What follows belongs to an exercise in optimizing a design on an open flow for small area and a short achievable clock period; a production flow would make more cautious choices. In this exercise RTL edits were held to simulation tests only and were not proved equivalent to the original. Power figures rest on the tool's default switching activity, not on a simulated workload.

[flow/flow/run.sh]
#!/bin/bash
# The standard layout (the standard.sh, unchanged synthesis, floorplan,
# power grid, placement, CTS and routing), except that the buffers put on the
# input and output ports are buf_4 cells instead of the delay-buffer cell
# buffer_ports picks by default. make's full output goes to flow_make.log.
set -euo pipefail
bash standard.sh "BUFFER_PORTS_ARGS=-buffer_cell sky130_fd_sc_hd__buf_4" finish > flow_make.log 2>&1
[flow/standard.sh]
#!/bin/bash
# synth_recipe.tcl (not shown) runs the flow's synth.tcl, then flattens the netlist and writes it again
# the make line also repeats each setting of config.mk as NAME=value (left out here)
make -C /OpenROAD-flow-scripts/flow DESIGN_CONFIG=/design/flow/config.mk WORK_HOME=/design/flow/orfs CLKGATE_MAP_FILE= SYNTH_SCRIPT=/design/flow/synth_recipe.tcl "${@:-finish}"
[flow/constraint.sdc]
create_clock -name core_clock -period 4.5 [get_ports {clk}]
set_input_delay 0.9000 -clock core_clock [delete_from_list [all_inputs] [get_ports {clk}]]
set_output_delay 0.9000 -clock core_clock [all_outputs]
set_load 0.01 [all_outputs]
[flow/config.mk]
export PLATFORM = sky130hd
export DESIGN_NAME = memoria_sync
export DESIGN_NICKNAME = memoria_sync
export VERILOG_FILES = /design/flow/design.v
export SDC_FILE = /design/flow/constraint.sdc
export NUM_CORES = 4
export LEC_CHECK = 0
export CAP_MARGIN = 20
export CORE_MARGIN = 2
export CORE_UTILIZATION = 60
export CTS_CLUSTER_DIAMETER = 60
export CTS_CLUSTER_SIZE = 25
export SETUP_SLACK_MARGIN = 2.2
export SLEW_MARGIN = 20
export SYNTH_HIERARCHICAL = 1
export SYNTH_MINIMUM_KEEP_SIZE = 0
export TNS_END_PERCENT = 5
[flow/design.v]
package memoria_pkg;
   localparam int RD_LAT_MIN = 1;
   localparam int RD_LAT_MAX = 3;
endpackage
module memoria_rsp_pipe #(
   parameter int DATA_W = 32
) (
   input  logic              clk,
   input  logic              in_valid,
   input  logic              in_err,
   input  logic [DATA_W-1:0] in_rdata,
   output logic              out_valid,
   output logic              out_err,
   output logic [DATA_W-1:0] out_rdata
);
   always_ff @(posedge clk) begin
      out_valid <= in_valid;
      out_err   <= in_err;
      out_rdata <= in_rdata;
   end
endmodule
module memoria_rd_aoi2 (
   input  logic s0, d0, s1, d1,
   output logic y_n
);
   assign y_n = ~((s0 & d0) | (s1 & d1));
endmodule
module memoria_rd_grp8 (
   input  logic [7:0] s, d,
   output logic       y
);
   assign y = |(s & d);
endmodule
module memoria_rd_nand4 (
   input  logic [3:0] a_n,
   output logic       y
);
   assign y = ~(&a_n);
endmodule
module memoria_rd_nor4 (
   input  logic [3:0] a,
   output logic       y_n
);
   assign y_n = ~(|a);
endmodule
module memoria_rd_out (
   input  logic [3:0] a_n,
   input  logic       rd_n,
   output logic       y
);
   assign y = ~((&a_n) | rd_n);
endmodule
module memoria_rd_bit #(
   parameter int DEPTH = 128
) (
   input  logic [DEPTH-1:0] sel,
   input  logic [DEPTH-1:0] d,
   output logic [3:0]       q_n
);
   logic [63:0] p_n;
   logic [15:0] g;
   for (genvar k = 0; k < 16; k++) begin : g_grp
      memoria_rd_grp8 u_grp (.s(sel[8*k +: 8]), .d(d[8*k +: 8]), .y(g[k]));
   end
   for (genvar k = 0; k < 4; k++) begin : g_qtr
      memoria_rd_nor4 u_nor (.a(g[4*k +: 4]), .y_n(q_n[k]));
   end
endmodule
module memoria_sel_gate (
   input  logic a_n, b_n,
   output logic y
);
   assign y = ~(a_n | b_n);
endmodule
module memoria_selw_gate (
   input  logic a_n, b_n, ready,
   output logic y
);
   assign y = ~((a_n | b_n) & ready);
endmodule
module memoria_we_gate (
   input  logic sel, we,
   output logic en
);
   assign en = sel & we;
endmodule
module memoria_flag (
   input  logic clk,
   input  logic rst_n,
   input  logic d,
   output logic q
);
   always_ff @(posedge clk or negedge rst_n) begin
      if (!rst_n) begin
         q <= 1'b0;
      end else begin
         q <= d;
      end
   end
endmodule
module memoria_sync #(
   parameter int DATA_W         = 32,
   parameter int ADDR_W         = 10,
   parameter int DEPTH          = 128,
   parameter int RD_LAT         = 2,
   parameter int CLEAR_ON_RESET = 1
) (
   input  logic                clk,
   input  logic                rst_n,
   input  logic                req_valid,
   output logic                req_ready,
   input  logic                req_write,
   input  logic [ADDR_W-1:0]   req_addr,
   input  logic [DATA_W-1:0]   req_wdata,
   input  logic [DATA_W/8-1:0] req_be,
   output logic                rsp_valid,
   output logic [DATA_W-1:0]   rsp_rdata,
   output logic                rsp_err,
   output logic                busy
);
   localparam int BE_W = DATA_W / 8;
   localparam int NR = 19;   
   localparam int R_CNT = 0, R_ACC = 1, R_WE = 2,
                  R_WD = 3,     
                  R_SW = 11;    
   logic [6:0]    clr_cnt;
   logic          ready_d;
   logic [NR-1:0] ready_q;
   assign ready_d = ready_q[R_CNT] || (clr_cnt == 7'd127);
   always_ff @(posedge clk or negedge rst_n) begin
      if (!rst_n) begin
         clr_cnt <= '0;
      end else if (!ready_q[R_CNT]) begin
         clr_cnt <= clr_cnt + 1'b1;
      end
   end
   for (genvar k = 0; k < NR; k++) begin : g_ready
      memoria_flag u_ready (
         .clk (clk), .rst_n (rst_n), .d (ready_d), .q (ready_q[k])
      );
   end
   always_ff @(posedge clk) begin
      req_ready <= rst_n && ready_d;
      busy      <= !(rst_n && ready_d);
   end
   logic             accept;
   logic             in_range;
   logic             rd_req;
   logic [BE_W-1:0]  we;       
   logic [DATA_W-1:0] wd;      
   assign accept   = req_valid && ready_q[R_ACC];
   assign in_range = (req_addr[ADDR_W-1:7] == '0);
   assign rd_req   = accept && !req_write && in_range;
   always_comb begin
      for (int b = 0; b < BE_W; b++) begin
         we[b] = !ready_q[R_WE] || (accept && req_write && in_range && req_be[b]);
      end
      for (int i = 0; i < DATA_W; i++) begin
         wd[i] = ready_q[R_WD + i / 4] && req_wdata[i];
      end
   end
   logic [15:0]      pa_n;    
   logic [7:0]       pb_n;    
   logic [DEPTH-1:0] sel_r, sel_w;
   always_comb begin
      for (int i = 0; i < 16; i++) begin
         pa_n[i] = (req_addr[3:0] != 4'(i));
      end
      for (int i = 0; i < 8; i++) begin
         pb_n[i] = (req_addr[6:4] != 3'(i));
      end
   end
   logic [DEPTH-1:0][BE_W-1:0] en;
   for (genvar w = 0; w < DEPTH; w++) begin : g_sel
      memoria_sel_gate u_sel_r (
         .a_n (pa_n[w % 16]), .b_n (pb_n[w / 16]),
         .y   (sel_r[w])
      );
      memoria_selw_gate u_sel_w (
         .a_n (pa_n[w % 16]), .b_n (pb_n[w / 16]), .ready (ready_q[R_SW + w / 16]),
         .y   (sel_w[w])
      );
      for (genvar b = 0; b < BE_W; b++) begin : g_en
         memoria_we_gate u_en (
            .sel (sel_w[w]), .we (we[b]),
            .en    (en[w][b])
         );
      end
   end
   logic [DEPTH-1:0][DATA_W-1:0] mem;
   logic [DATA_W-1:0][DEPTH-1:0] mem_t;    
   for (genvar w = 0; w < DEPTH; w++) begin : g_word
      for (genvar b = 0; b < BE_W; b++) begin : g_lane
         always_ff @(posedge clk) begin
            if (en[w][b]) begin
               mem[w][8*b +: 8] <= wd[8*b +: 8];
            end
         end
      end
      for (genvar i = 0; i < DATA_W; i++) begin : g_bit
         assign mem_t[i][w] = mem[w][i];
      end
   end
   logic [DATA_W-1:0][3:0] qtr_n, qtr1_n;
   for (genvar i = 0; i < DATA_W; i++) begin : g_rd
      memoria_rd_bit #(
         .DEPTH (DEPTH)
      ) u_rd_bit (
         .sel (sel_r),
         .d   (mem_t[i]),
         .q_n (qtr_n[i])
      );
   end
   logic              acc1;
   logic              err1;
   logic              rd1;
   logic [DATA_W-1:0] rd_word;
   always_ff @(posedge clk or negedge rst_n) begin
      if (!rst_n) begin
         acc1 <= 1'b0;
         err1 <= 1'b0;
         rd1  <= 1'b0;
      end else begin
         acc1 <= accept;
         err1 <= accept && !in_range;
         rd1  <= rd_req;
      end
   end
   always_ff @(posedge clk) begin
      qtr1_n <= qtr_n;
   end
   for (genvar i = 0; i < DATA_W; i++) begin : g_rd_out
      memoria_rd_out u_out (.a_n(qtr1_n[i]), .rd_n(!(rd1 && rst_n)), .y(rd_word[i]));
   end
   memoria_rsp_pipe #(
      .DATA_W (DATA_W)
   ) u_rsp_pipe (
      .clk       (clk),
      .in_valid  (acc1 && rst_n),
      .in_err    (err1 && rst_n),
      .in_rdata  (rd_word),
      .out_valid (rsp_valid),
      .out_err   (rsp_err),
      .out_rdata (rsp_rdata)
   );
endmodule
==> key figures, run 1 <==
Synthesis
  – Avg Synthesized Cell Area: 19.38 um^2
  – Synth Warn #: 9
  – Mapped Cells: 7876
  – Synth Register Bits: about 4300
  – Sequential cell area fraction in the yosys report: 0.8322
  – Yosys cell types: 26
  – Syn Nets: slightly below 8000
  – Mapped Area: 0.1526 mm^2

STA
  – Final hold vios: 0
  – Setup TNS: 0 ns
  – Least-Margin Pin Slew: around 1.1 ns
  – Clock skew: roughly 0.043 ns
  – Max Slew Vio Count: 0
  – Fmax: about 400 MHz
  – Fin crit share: 0.5478
  – RSZ-0062 raised after global routing: yes
  – Tmin final: roughly 2.5 ns
  – Final setup violation count: 0
  – Rel. slew slack: 0.2731

Run status
  – Status: timing/DRC/antenna clean

Global routing
  – First-pass GRT wire length: a little under 600000 um
  – GRT Util Overall: 0.3202
  – Initial antenna violation count: 15
  – GR Overflow Total: 0
  – Largest net degree at the start of global routing: approximately 130
  – Vias in the first global route: about 78000

Routing
  – Vias: 82790
  – DR DRC count: 0
  – Initial DRC count: roughly 12000
  – DRT Pass-1 Iters: 7
  – Post-Route WL: roughly 420000 um
  – Routed Antenna Nets: 0
  – Routed wire per std cell: ~35 um
  – Vias/cell: slightly below 7

Floorplanning
  – I/O Pins: 86
  – DIE WIDTH: about 510 um
  – Die Ht: 508.4 um
  – Rows: 185
  – Die Area: around 0.26 mm^2
  – Initial Util: 0.6021
  – Core area: about 0.25 mm^2

Clock network
  – Clk Tree Root Cell: clkbuf_16
  – CTS tree: yes
  – TritonCTS Buffers: roughly 220
  – Clk latency of the worst-skew pair: 0.93 ns
  – # H-tree levels: 4
  – Worst-path clk slew: 0.09 ns
  – Clock tree buffer depth: 3
  – Clock sinks: about 4300
  – Hold Buf Count CTS: 0

Critical path
  – R2r setup slk: roughly 2.1 ns
  – Crit path capture type: flip-flop
  – R2r worst-path depth: 5
  – Critical path class: primary input to flip-flop
  – Setup crit start kind: primary input
  – Crit Reg-Reg Startpoint: g_ready[1].u_ready.q$_DFF_PN0_
  – RR Endpoint: mem[3671]$_DFFE_PP_
  – Crit path required time: 5.29 ns
  – Arr. time, crit path: 3.26 ns
  – Crit-path max FO: 26

Pwr
  – Pwr Total: 0.06655 W
  – Switching part of the total: 0.1982
  – Clk pwr share: 0.349
  – P_sw: approximately 0.013 W
  – Int Pwr: around 0.053 W
  – Worst VDD drop: roughly 0.48 mV
  – PwrDens: between 300 and 400 mW/mm^2
  – Seq pwr share: 0.645
  – Leak pwr: between 60 and 70 nW
  – Logic pwr share: 0.005

Layout
  – Layout cells sized above 1: 0.1510
  – Area delta synth->final: 11.14%
  – Nets: about 8600
  – Commonest non-fill, non-tap cells in the layout: edfxtp_1, a22oi_1, nand4_1, and2_1, buf_4
  – Commonest non-fill, non-tap cell in the layout: edfxtp_1
  – Final cell count without fillers: 12080

Place
  – PortBufs: 85
  – Post-DP HPWL: ~280000 um
  – RePlAce Congestion: around 0.9
  – Placed cell count: ~12000

Job
  – Max-capacitance violation count: 0

Hold path
  – Worst hold path class: primary input to async pin
==> final cells by class <==
class / instances / area, um^2
clock inverters: 137 / 1435
diodes: 6 / 15.01
multi-input cells: 3589 / 26950
fillers: 16790 / 83840
flip-flops and latches: 4289 / 127000
repair buffers: 400 / 3994
inverters: 4 / 15.01
well taps: 3366 / 4212
clock buffers: 285 / 5989
==> power by group through the flow <==
| stage | Clock [W] | Combinational, W | Sequential (W) |
|---|---|---|---|
| floorplan | 0 | 0.0000923 | 0.0439 |
| global placement | 0 | 0.000278 | 0.0439 |
| detailed placement | 0 | 0.000282 | 0.0439 |
| CTS | 0.0235 | 0.000317 | 0.0430 |
| global route | 0.0249 | 0.000359 | 0.0430 |
| finish | 0.0232 | 0.000353 | 0.0430 |
==> worst max-delay path: stages <==
cell and delay [ns]:
buf_4 0.21, nor2b_4 0.36, nand2_2 0.26, buf_6 0.26
nor2_2 0.28, buf_4 0.40, a22oi_1 0.17, nand4_1 0.27
nor4_4 0.09
==> cell usage after synthesis <==
library cell	count	area [um^2]
edfxtp_1	4096	123000
dfrtp_1	29	725.7
nor2_1	134	503.0
ha_1	1	12.51
o21ai_1	130	650.6
nor4_2	128	1602
nand4b_1	2	17.52
nand4_1	514	3216
nor2b_1	5	31.28
nand2_1	15	56.30
or3b_1	2	17.52
xnor2_1	4	35.03
o21ai_0	2	10.01
a41oi_2	32	520.5
nand3_1	8	40.04
mux2_2	1	11.26
nand3b_1	3	22.52
nor3_2	1	10.01
xor2_1	2	17.52
nand2b_1	1	6.260
inv_1	4	15.01
o21bai_2	1	11.26
dfxtp_1	164	3283
a22oi_1	2048	15370
and2_1	548	3428
or3_1	1	6.260
==> kinds of logic (layout without fill, tap and decap cells) <==
logic type,count (synthesis),count (layout),synth area share
DFF,4289,4289,0.8322
AOI/OAI and AO/OA,2213,2213,0.1086
and+or+nand+nor,1362,1368,0.05868
xor gates and xnor gates,6,6,0.0003443
buffers and inverters,4,826,0.00009835
adders and majority gates,1,1,0.00008197
muxes,1,1,0.00007378
other,0,6,0
==> per-stage QoR <==
stage	cell area [um^2]	worst slack (ns)	hold slack, ns	utilization
floorplan	153100	1.267	0.4201	-
global placement	160700	0.6198	0.4369	0.6340
detailed placement	160700	0.5457	0.4341	0.6340
CTS	168800	2.025	0.001077	0.6660
global route	169600	2.026	0.03249	0.6692
finish	169600	2.035	0.04734	0.6692
==> state kept, by name, summed over array words and instances, names as in the netlist <==
register              flops
mem                    4096
qtr1_n                  128
u_rsp_pipe.out_rdata     32
g_ready.u_ready.q        19
clr_cnt                   7
acc1                      1
busy                      1
err1                      1
rd1                       1
req_ready                 1
u_rsp_pipe.out_err        1
u_rsp_pipe.out_valid      1
==> per-module statistics from Yosys, one instance, submodules excluded, a selection <==
module             area, um^2  copies in the design  flip-flops and latches  cells inside
memoria_sel_gate        3.754                   128                       0             1
memoria_rd_nor4         12.51                   128                       0             1
memoria_selw_gate       5.005                   128                       0             1
memoria_rd_out          16.27                    32                       0             1
memoria_we_gate         6.256                   512                       0             1
memoria_sync           126400                     1                    4236          4335
memoria_rd_grp8         36.28                   512                       0             5
memoria_flag            25.02                    19                       1             1
==> worst max-delay path by stage <==
stage | from | endpoint | slack [ns] | cells after the start
global route | req_addr[3] | qtr1_n[23]$_DFF_P_ | 2.03 | 9
global placement | req_addr[3] | qtr1_n[29]$_DFF_P_ | 0.62 | 9
finish | req_addr[3] | qtr1_n[23]$_DFF_P_ | 2.03 | 9
CTS | req_addr[5] | mem[2666]$_DFFE_PP_ | 2.02 | 5
floorplan | req_addr[4] | qtr1_n[103]$_DFF_P_ | 1.27 | 5
detailed placement | req_addr[0] | qtr1_n[29]$_DFF_P_ | 0.55 | 9
==> layer usage <==
metal	track usage	vias up	routed length [um]
li1	-	35100	-
met1	0.4716	43010	170400
met2	0.4960	4171	196300
met3	0.06039	502	42270
met4	0.09154	2	13880
met5	0	-	38
==> what timing repair did <==
item / CTS / global route
setup endpoints to repair: 3602 / 3607
setup buffers: 15 / 37
pin swaps: 12 / 19
cloned: 5 / 6
resized for setup: 123 / 132
==> run 2: changes to the inputs <==
--- a/flow/config.mk
+++ b/flow/config.mk
@@ -10,7 +10,7 @@
 export CORE_UTILIZATION = 60
 export CTS_CLUSTER_DIAMETER = 60
 export CTS_CLUSTER_SIZE = 25
-export SETUP_SLACK_MARGIN = 2.2
+export SETUP_SLACK_MARGIN = 2.35
 export SLEW_MARGIN = 20
 export SYNTH_HIERARCHICAL = 1
 export SYNTH_MINIMUM_KEEP_SIZE = 0
==> key figures, run 2 <==
Run status
  – Status: timing/DRC/antenna clean

Synthesis
  – Synth Flop Type: edfxtp_1
  – Mapped Cells: between 7000 and 8000
  – Yosys cell types: 26
  – Syn Nets: between 7000 and 8000
  – Sequential cell area fraction in the yosys report: 0.8322
  – Synth Warn #: 9
  – Synth Register Bits: 4289
  – Async SR Flop Fraction: 0.006761
  – Largest family of logic cells by synthesized area: compound AO/OA/AOI/OAI gates
  – Post-synth EDFFs: ~4000
  – Ranking of synthesized cells by area: edfxtp_1, a22oi_1, and2_1
  – Area leader, netlist: edfxtp_1
  – Post-synthesis adder-cell area fraction: 0.00008198
  – Avg Synthesized Cell Area: around 19 um^2
  – Post-synth top cells: edfxtp_1, a22oi_1, and2_1, nand4_1, dfxtp_1
  – Top-count cell post-synth: edfxtp_1
  – Xor/xnor share of the synthesized area: 0.0003443
  – Simple-gate share of the synthesized area: 0.05868
  – Compound-Gate Fraction of Synth Area: 0.1086
  – Mapped Area: 0.1526 mm^2
  – Share of the synthesized area in the top cell type: 0.8059
  – Mux share of post-synthesis cell area: 0.00007378

Floorplanning
  – Die Area: ~0.26 mm^2
  – DIE WIDTH: between 500 and 600 um
  – Core area: ~0.25 mm^2
  – Initial Util: 0.6021
  – Die Ht: 508.4 um
  – I/O Pins: 86
  – Rows: 185

Critical path
  – CP max stage cell: dfxtp_4
  – R2r worst-path depth: 6
  – Setup crit start kind: flip-flop
  – Critical path class: flip-flop to output pin
  – Crit path required time: 3.60 ns
  – Crit Reg-Reg Startpoint: g_ready[1].u_ready.q$_DFF_PN0_
  – Crit-path max FO: 1
  – Critical path depth in cells: 1
  – Bufs and invs on worst path: 1
  – CP top delay family: flip-flops
  – Worst Setup SP: u_rsp_pipe.out_rdata[19]$_DFF_P_
  – Worst-path cell chain: buf_6
  – Arr. time, crit path: 1.49 ns
  – Crit path capture type: output pin
  – Crit-path max cell delay: approximately 0.43 ns

Layout
  – Biggest register: mem
  – Commonest non-fill, non-tap cells in the layout: edfxtp_1, a22oi_1, nand4_1, and2_1, buf_4
  – Commonest non-fill, non-tap cell in the layout: edfxtp_1
  – Area delta synth->final: 12.01%
  – Leading registers by flop count: mem x4096, qtr1_n x128, u_rsp_pipe.out_rdata x32
  – Max reg flops: between 4000 and 5000
  – Nets: approximately 8600
  – Layout cells sized above 1: 0.1577

Global routing
  – First-pass GRT wire length: 591500 um
  – GRT Util Overall: 0.3262
  – Largest net degree at the start of global routing: between 100 and 150
  – Initial antenna violation count: 17
  – GR Overflow Total: 0
  – Vias in the first global route: about 80000

STA
  – RSZ-0062 raised after global routing: yes
  – Max Slew Vio Count: 0
  – Final hold vios: 0
  – Setup TNS: 0 ns
  – Final setup violation count: 0
  – Rel. slew slack: 0.2897
  – Tmin final: about 2.4 ns
  – Clock skew: 0.04471 ns
  – Fmax: 418.5 MHz
  – Fin crit share: 0.5311
  – Least-Margin Pin Slew: ~1.1 ns
  – Worst hold slack: roughly 0.055 ns

Place
  – RePlAce Congestion: 0.8932
  – Post-DP HPWL: approximately 280000 um
  – PortBufs: 85

Clock network
  – Clk Tree Root Cell: clkbuf_16
  – Clock tree buffer depth: 3
  – Worst-path clk slew: roughly 0.10 ns
  – # H-tree levels: 4
  – Hold Buf Count CTS: 0
  – Clock sinks: about 4300
  – CTS tree: yes
  – Clk latency of the worst-skew pair: 0.94 ns
  – TritonCTS Buffers: 224

Pwr
  – Worst VDD drop: between 0.4 and 0.5 mV
  – PwrDens: 389.8 mW/mm^2
  – Leak pwr: between 60 and 70 nW

Routing
  – Routed wire per std cell: roughly 36 um
  – DRT Pass-1 Iters: 6
  – Initial DRC count: 12920
  – Vias/cell: 6.926
  – Vias: around 84000
  – Post-Route WL: 434700 um
  – DR DRC count: 0
  – Routed Antenna Nets: 0

Hold path
  – Worst hold path class: primary input to async pin

Job
  – Max-capacitance violation count: 0
-- run 2: cell types whose count changed in the layout (fill, tap and decap cells not counted), moves of 5 or more --
cell,delta
and2_2,-50
and2_4,+33
buf_12,+25
and2_1,+17
a22oi_1,-14
a22oi_2,+14
buf_6,+14
buf_16,+7
buf_8,+7
clkbuf_16,+5
-- run 2: path summary, 6_finish.rpt --
kind,slack [ns],endpoint
worst min-delay path,0.05,g_ready[5].u_ready.q$_DFF_PN0_
min in group core_clock,0.20,rd1$_DFF_PN0_
worst max-delay path,2.11,rsp_rdata[19]
max in group asynchronous,3.90,g_ready[14].u_ready.q$_DFF_PN0_
worst max register to register,2.15,mem[3532]$_DFFE_PP_
worst min register to register,0.46,u_rsp_pipe.out_valid$_DFF_P_
-- run 2: cell families (layout without fill, tap and decap cells) --
family	after synthesis	in the layout
XOR/XNOR	6	6
buffers and inverters	4	888
multiplexers	1	1
flip-flops	4289	4289
adder cells (fa/ha/maj)	1	1
AND/OR/NAND/NOR	1362	1377
AO/OA/AOI/OAI	2213	2213
other	0	10
-- run 2: modules after synthesis, one instance, submodules excluded, excerpt --
module,cells inside,flops+latches
memoria_rd_out,1,0
memoria_flag,1,1
memoria_selw_gate,1,0
memoria_we_gate,1,0
memoria_sync,4335,4236
memoria_sel_gate,1,0
memoria_rd_nor4,1,0
memoria_rd_grp8,5,0
-- run 2: per-stage QoR --
step | util | cell area (um^2) | power (W) | std cells | worst slack, ns
floorplan | - | 153100 | 0.04397 | 7876 | 1.267
global placement | 0.6340 | 160700 | 0.04415 | 11580 | 0.6198
detailed placement | 0.6340 | 160700 | 0.04416 | 11580 | 0.5457
CTS | 0.6696 | 169700 | 0.06678 | 12080 | 2.058
global route | 0.6744 | 170900 | 0.06824 | 12140 | 2.103
finish | 0.6745 | 171000 | 0.06664 | 12150 | 2.110
-- run 2: power by group --
group	leakage, nW	switching [W]	internal [W]	total, W
Sequential	52.3	0	0.0430	0.0430
Combinational	8.47	0.000291	0.000128	0.000419
Clock	3.57	0.0130	0.0103	0.0233
-- run 2: area by class of cell --
type / count / area [um^2]
antenna: 10 / 25.02
clock buffer: 285 / 5989
clock inverter: 137 / 1435
fill: 16650 / 82510
inverter: 4 / 15.01
multi-input combinational: 3598 / 27150
sequential: 4289 / 127000
tap: 3366 / 4212
timing repair buffer: 462 / 5111
-- run 2: repair_timing --
action | 4_1_cts | 5_1_grt
buffers inserted | 61 | 41
pin swaps | 34 | 31
resized for setup | 209 | 148
gates cloned | 11 | 21
endpoints found under the setup margin | 4084 | 4393
-- run 2: metal layers --
metal,vias to the layer above,global-route usage,part of all wire
li1,35270,-,-
met1,43820,0.4808,0.40
met2,4485,0.5029,0.46
met3,578,0.06338,0.10
met4,2,0.09411,0.035
met5,-,0,0.000032
==> run 3: changes to the inputs <==
--- a/flow/design.v
+++ b/flow/design.v
@@ -77,6 +77,12 @@
    output logic y
 );
    assign y = ~((a_n | b_n) & ready);
+endmodule
+module memoria_we_lane (
+   input  logic wr, ready,
+   output logic we
+);
+   assign we = wr | ~ready;
 endmodule
 module memoria_we_gate (
    input  logic sel, we,
@@ -119,10 +125,10 @@
    output logic                busy
 );
    localparam int BE_W = DATA_W / 8;
-   localparam int NR = 19;   
-   localparam int R_CNT = 0, R_ACC = 1, R_WE = 2,
-                  R_WD = 3,     
-                  R_SW = 11;    
+   localparam int NR = 18;   
+   localparam int R_CNT = 0, R_ACC = 1,
+                  R_WD = 2,     
+                  R_SW = 10;    
    logic [6:0]    clr_cnt;
    logic          ready_d;
    logic [NR-1:0] ready_q;
@@ -146,14 +152,14 @@
    logic             accept;
    logic             in_range;
    logic             rd_req;
-   logic [BE_W-1:0]  we;       
+   logic [BE_W-1:0]  wr_be;    
    logic [DATA_W-1:0] wd;      
    assign accept   = req_valid && ready_q[R_ACC];
    assign in_range = (req_addr[ADDR_W-1:7] == '0);
    assign rd_req   = accept && !req_write && in_range;
    always_comb begin
       for (int b = 0; b < BE_W; b++) begin
-         we[b] = !ready_q[R_WE] || (accept && req_write && in_range && req_be[b]);
+         wr_be[b] = accept && req_write && in_range && req_be[b];
       end
       for (int i = 0; i < DATA_W; i++) begin
          wd[i] = ready_q[R_WD + i / 4] && req_wdata[i];
@@ -171,6 +177,14 @@
       end
    end
    logic [DEPTH-1:0][BE_W-1:0] en;
+   logic [7:0][BE_W-1:0]       we;    
+   for (genvar g = 0; g < 8; g++) begin : g_we
+      for (genvar b = 0; b < BE_W; b++) begin : g_lane
+         memoria_we_lane u_we (
+            .wr (wr_be[b]), .ready (ready_q[R_SW + g]), .we (we[g][b])
+         );
+      end
+   end
    for (genvar w = 0; w < DEPTH; w++) begin : g_sel
       memoria_sel_gate u_sel_r (
          .a_n (pa_n[w % 16]), .b_n (pb_n[w / 16]),
@@ -182,7 +196,7 @@
       );
       for (genvar b = 0; b < BE_W; b++) begin : g_en
          memoria_we_gate u_en (
-            .sel (sel_w[w]), .we (we[b]),
+            .sel (sel_w[w]), .we (we[w / 16][b]),
             .en    (en[w][b])
          );
       end
==> key figures, run 3 <==
Synthesis
  – Sequential cell area fraction in the yosys report: 0.8311
  – Share of the synthesized area in the top cell type: 0.8051
  – Mapped Area: between 0.15 and 0.2 mm^2
  – Post-synth top cells: edfxtp_1, a22oi_1, and2_1, nand4_1, dfxtp_1
  – Post-synth EDFFs: between 4000 and 5000
  – Mapped Cells: roughly 8000
  – Area leader, netlist: edfxtp_1
  – Async SR Flop Fraction: 0.006530
  – Top-count cell post-synth: edfxtp_1
  – Ranking of synthesized cells by area: edfxtp_1, a22oi_1, and2_1
  – Avg Synthesized Cell Area: between 15 and 20 um^2
  – Yosys cell types: 25
  – Synth Register Bits: between 4000 and 5000
  – Syn Nets: around 8000
  – Synth Warn #: 9
  – Synth Flop Type: edfxtp_1

Floorplanning
  – I/O Pins: 86
  – Initial Util: 0.6022
  – DIE WIDTH: a little over 500 um
  – Die Area: 0.2587 mm^2
  – Rows: 185
  – Core area: 0.2537 mm^2
  – Die Ht: slightly above 500 um

Critical path
  – Crit path capture type: output pin
  – Setup crit start kind: flip-flop
  – CP max stage cell: dfxtp_4
  – Critical path class: flip-flop to output pin
  – R2r setup slk: roughly 2.2 ns
  – CP top delay family: flip-flops
  – Crit path required time: ~3.6 ns
  – Crit Reg-Reg Startpoint: g_ready[1].u_ready.q$_DFF_PN0_
  – Crit-path max cell delay: 0.41 ns
  – RR Endpoint: mem[2044]$_DFFE_PP_
  – Arr. time, crit path: about 1.4 ns
  – R2r worst-path depth: 6
  – Crit-path max FO: 1
  – Bufs and invs on worst path: 1
  – Worst-path cell chain: buf_6

Routing
  – Post-Route WL: approximately 420000 um
  – Routed wire per std cell: approximately 34 um
  – Vias/cell: a little under 7
  – Initial DRC count: about 11000
  – Vias: between 80000 and 90000
  – DR DRC count: 0
  – Routed Antenna Nets: 0
  – DRT Pass-1 Iters: 6

STA
  – Final setup violation count: 0
  – Max Slew Vio Count: 0
  – Rel. slew slack: 0.2630
  – Final hold vios: 0
  – Tmin final: ~2.3 ns
  – Least-Margin Pin Slew: about 1.1 ns
  – Clock skew: 0.03415 ns
  – Setup TNS: 0 ns
  – Fin crit share: 0.5207
  – Fmax: ~430 MHz
  – RSZ-0062 raised after global routing: yes

Clock network
  – CTS tree: yes
  – Worst-path clk slew: ~0.090 ns
  – TritonCTS Buffers: 230
  – Clk latency of the worst-skew pair: around 0.92 ns
  – Clock tree buffer depth: 3
  – Clk Tree Root Cell: clkbuf_16
  – # H-tree levels: 4
  – Clock sinks: approximately 4300

Pwr
  – Worst VDD drop: 0.4586 mV
  – Leak pwr: roughly 64 nW
  – PwrDens: between 300 and 400 mW/mm^2

Place
  – RePlAce Congestion: a little under 0.9
  – Placed Area: 0.1602 mm^2
  – Post-DP HPWL: 276800 um
  – PortBufs: between 80 and 90

Hold path
  – Worst hold endpoint: rd1$_DFF_PN0_
  – Worst hold stages: 2
  – Worst hold path class: primary input to flip-flop
  – HP Start: req_write

Layout
  – Filler cells: between 15000 and 20000
  – Fin util: 0.6785
  – Design area: between 0.15 and 0.2 mm^2
  – Area delta synth->final: 12.67%
  – Max reg flops: ~4000
  – Layout cells sized above 1: 0.1957
  – Commonest non-fill, non-tap cells in the layout: edfxtp_1, a22oi_1, nand4_1, and2_2, buf_4
  – Nets: 8675
  – Commonest non-fill, non-tap cell in the layout: edfxtp_1
  – Leading registers by flop count: mem x4096, qtr1_n x128, u_rsp_pipe.out_rdata x32
  – Biggest register: mem

Global routing
  – Largest net degree at the start of global routing: 129
  – Initial antenna violation count: 12
  – Vias in the first global route: 77980
  – First-pass GRT wire length: around 580000 um
  – GR Overflow Total: 0
  – GRT Util Overall: 0.3164

Run status
  – Status: timing/DRC/antenna clean

Job
  – Max-capacitance violation count: 0
==> run 3: cell count changes after synthesis, moves of 2 or more <==
cell      before  now
inv_1          4    0
or3b_1         2    0
o21ai_1      130  128
nand2b_1       1   33
and3_1         0    2
o21ai_0        2    0
or3b_2         0    2
and2_1       548  552
==> run 3: worst max path at each step <==
stage	slack, ns	startpoint	cells after the start	end
after global placement	0.71	req_addr[1]	9	qtr1_n[42]$_DFF_P_
after detailed placement	0.70	req_addr[1]	7	mem[2752]$_DFFE_PP_
after floorplan	1.27	req_addr[4]	5	qtr1_n[103]$_DFF_P_
after global routing	2.11	g_ready[1].u_ready.q$_DFF_PN0_	6	mem[1490]$_DFFE_PP_
final	2.16	u_rsp_pipe.out_rdata[27]$_DFF_P_	1	rsp_rdata[27]
after CTS	2.07	u_rsp_pipe.out_rdata[27]$_DFF_P_	1	rsp_rdata[27]
==> run 3: modules after synthesis, one instance, submodules excluded, a selection <==
module,flip-flops and latches,times used,area (um^2)
memoria_sync,4236,1,126400
memoria_rd_nor4,0,128,12.51
memoria_selw_gate,0,128,5.005
memoria_sel_gate,0,128,3.754
memoria_rd_grp8,0,512,36.28
memoria_flag,1,18,25.02
memoria_we_gate,0,512,6.256
memoria_we_lane,0,32,6.256
==> run 3: timing repair <==
item,in CTS,in global routing
endpoints found under the hold margin,8,0
gates cloned,23,20
setup buffers,19,126
endpoints found under the setup margin,4415,4379
hold buffers,1,0
pin swaps,28,66
resized for setup,373,381
==> run 3: metrics by stage <==
step	setup slack (ns)	hold slack (ns)	std cells	total power [W]
3_5_place_dp	0.6959	0.4441	11560	0.04414
2_1_floorplan	1.267	0.4201	7902	0.04397
6_report	2.157	0.1446	12200	0.06743
5_1_grt	2.109	0.09916	12190	0.06910
3_3_place_gp	0.7122	0.4340	11560	0.04414
4_1_cts	2.065	0.07262	12030	0.06758
==> run 3: layout make-up <==
| class | count | area (um^2) | share of cell area |
|---|---|---|---|
| Tap cell | 3366 | 4212 | 0.02447 |
| Clock inverter | 165 | 1858 | 0.01079 |
| Clock buffer | 264 | 5977 | 0.03472 |
| Sequential cell | 4288 | 127000 | 0.7378 |
| Antenna cell | 8 | 20.02 | 0.0001163 |
| Multi-Input combinational cell | 3650 | 28260 | 0.1642 |
| Timing Repair Buffer | 454 | 4817 | 0.02798 |
==> run 3: where the power goes <==
group	switching (W)	total, W	internal, W
clock network	0.0131	0.0240	0.0109
registers	0	0.0429	0.0429
logic	0.000309	0.000451	0.000142
total	0.0134	0.0674	0.0540
==> run 3: kinds of logic (layout without fill, tap and decap cells) <==
logic type,count (synthesis),after routing,synth area share
buffers and inverters,0,883,0
AOI/OAI and AO/OA,2209,2209,0.1083
other,0,8,0
muxes,1,1,0.00007370
xor gates and xnor gates,6,6,0.0003440
and+or+nand+nor,1397,1433,0.06008
adders and majority gates,1,1,0.00008188
DFF,4288,4288,0.8311
==> run 3: worst register-to-register path, cell delays in order (launching register included) <==
cell and delay [ns]:
dfrtp_1 0.33, and2_1 0.17, and3_1 0.21, and2_1 0.15, buf_6 0.30, nand2b_2 0.38
and2_1 0.45
==> run 3: routing by layer <==
metal	part of all wire	track usage	vias to the layer above
met5	0.00015	0	-
met1	0.41	0.4689	43420
met3	0.097	0.06765	499
met2	0.47	0.4829	3958
met4	0.031	0.08557	8
li1	-	-	35460

==> static timing again, ports no longer ideal <==
How much do the figures lean on ideal ports? The routed layouts below were timed once more, with nothing changed but the port constraints. Step 1 sets driving cells, clkbuf_16 on the clock port and buf_2 on the other inputs (assumed; they add their load-dependent delay and slew). Step 2 also shifts input and output timing later by t, the mid clock arrival at the registers, as if the neighbouring blocks saw the same clock. a / b / c = no drivers / after step 1 / after step 2; a / b = the first two.
run | t (ns) | slack for setup (ns) | hold WS [ns] | worst setup path after step 2 | worst data-port slew with drivers (ns) | pins driven straight from the clock port
run 1 | 1.009 | 2.035 / 1.980 / 1.013 | 0.047 / -0.018 / 0.456 | input to register | 0.15 | 1
run 2 | 1.014 | 2.110 / 2.010 / 1.066 | 0.055 / -0.008 / 0.456 | input to register | 0.17 | 1
run 3 | 1.002 | 2.157 / 2.056 / 1.119 | 0.145 / 0.080 / 0.460 | input to register | 0.22 | 1
After both steps setup and hold are still met in every run listed. For run 2, which loses most, drivers alone change the setup slack by -0.100 ns; drivers and shift together by -1.044 ns.
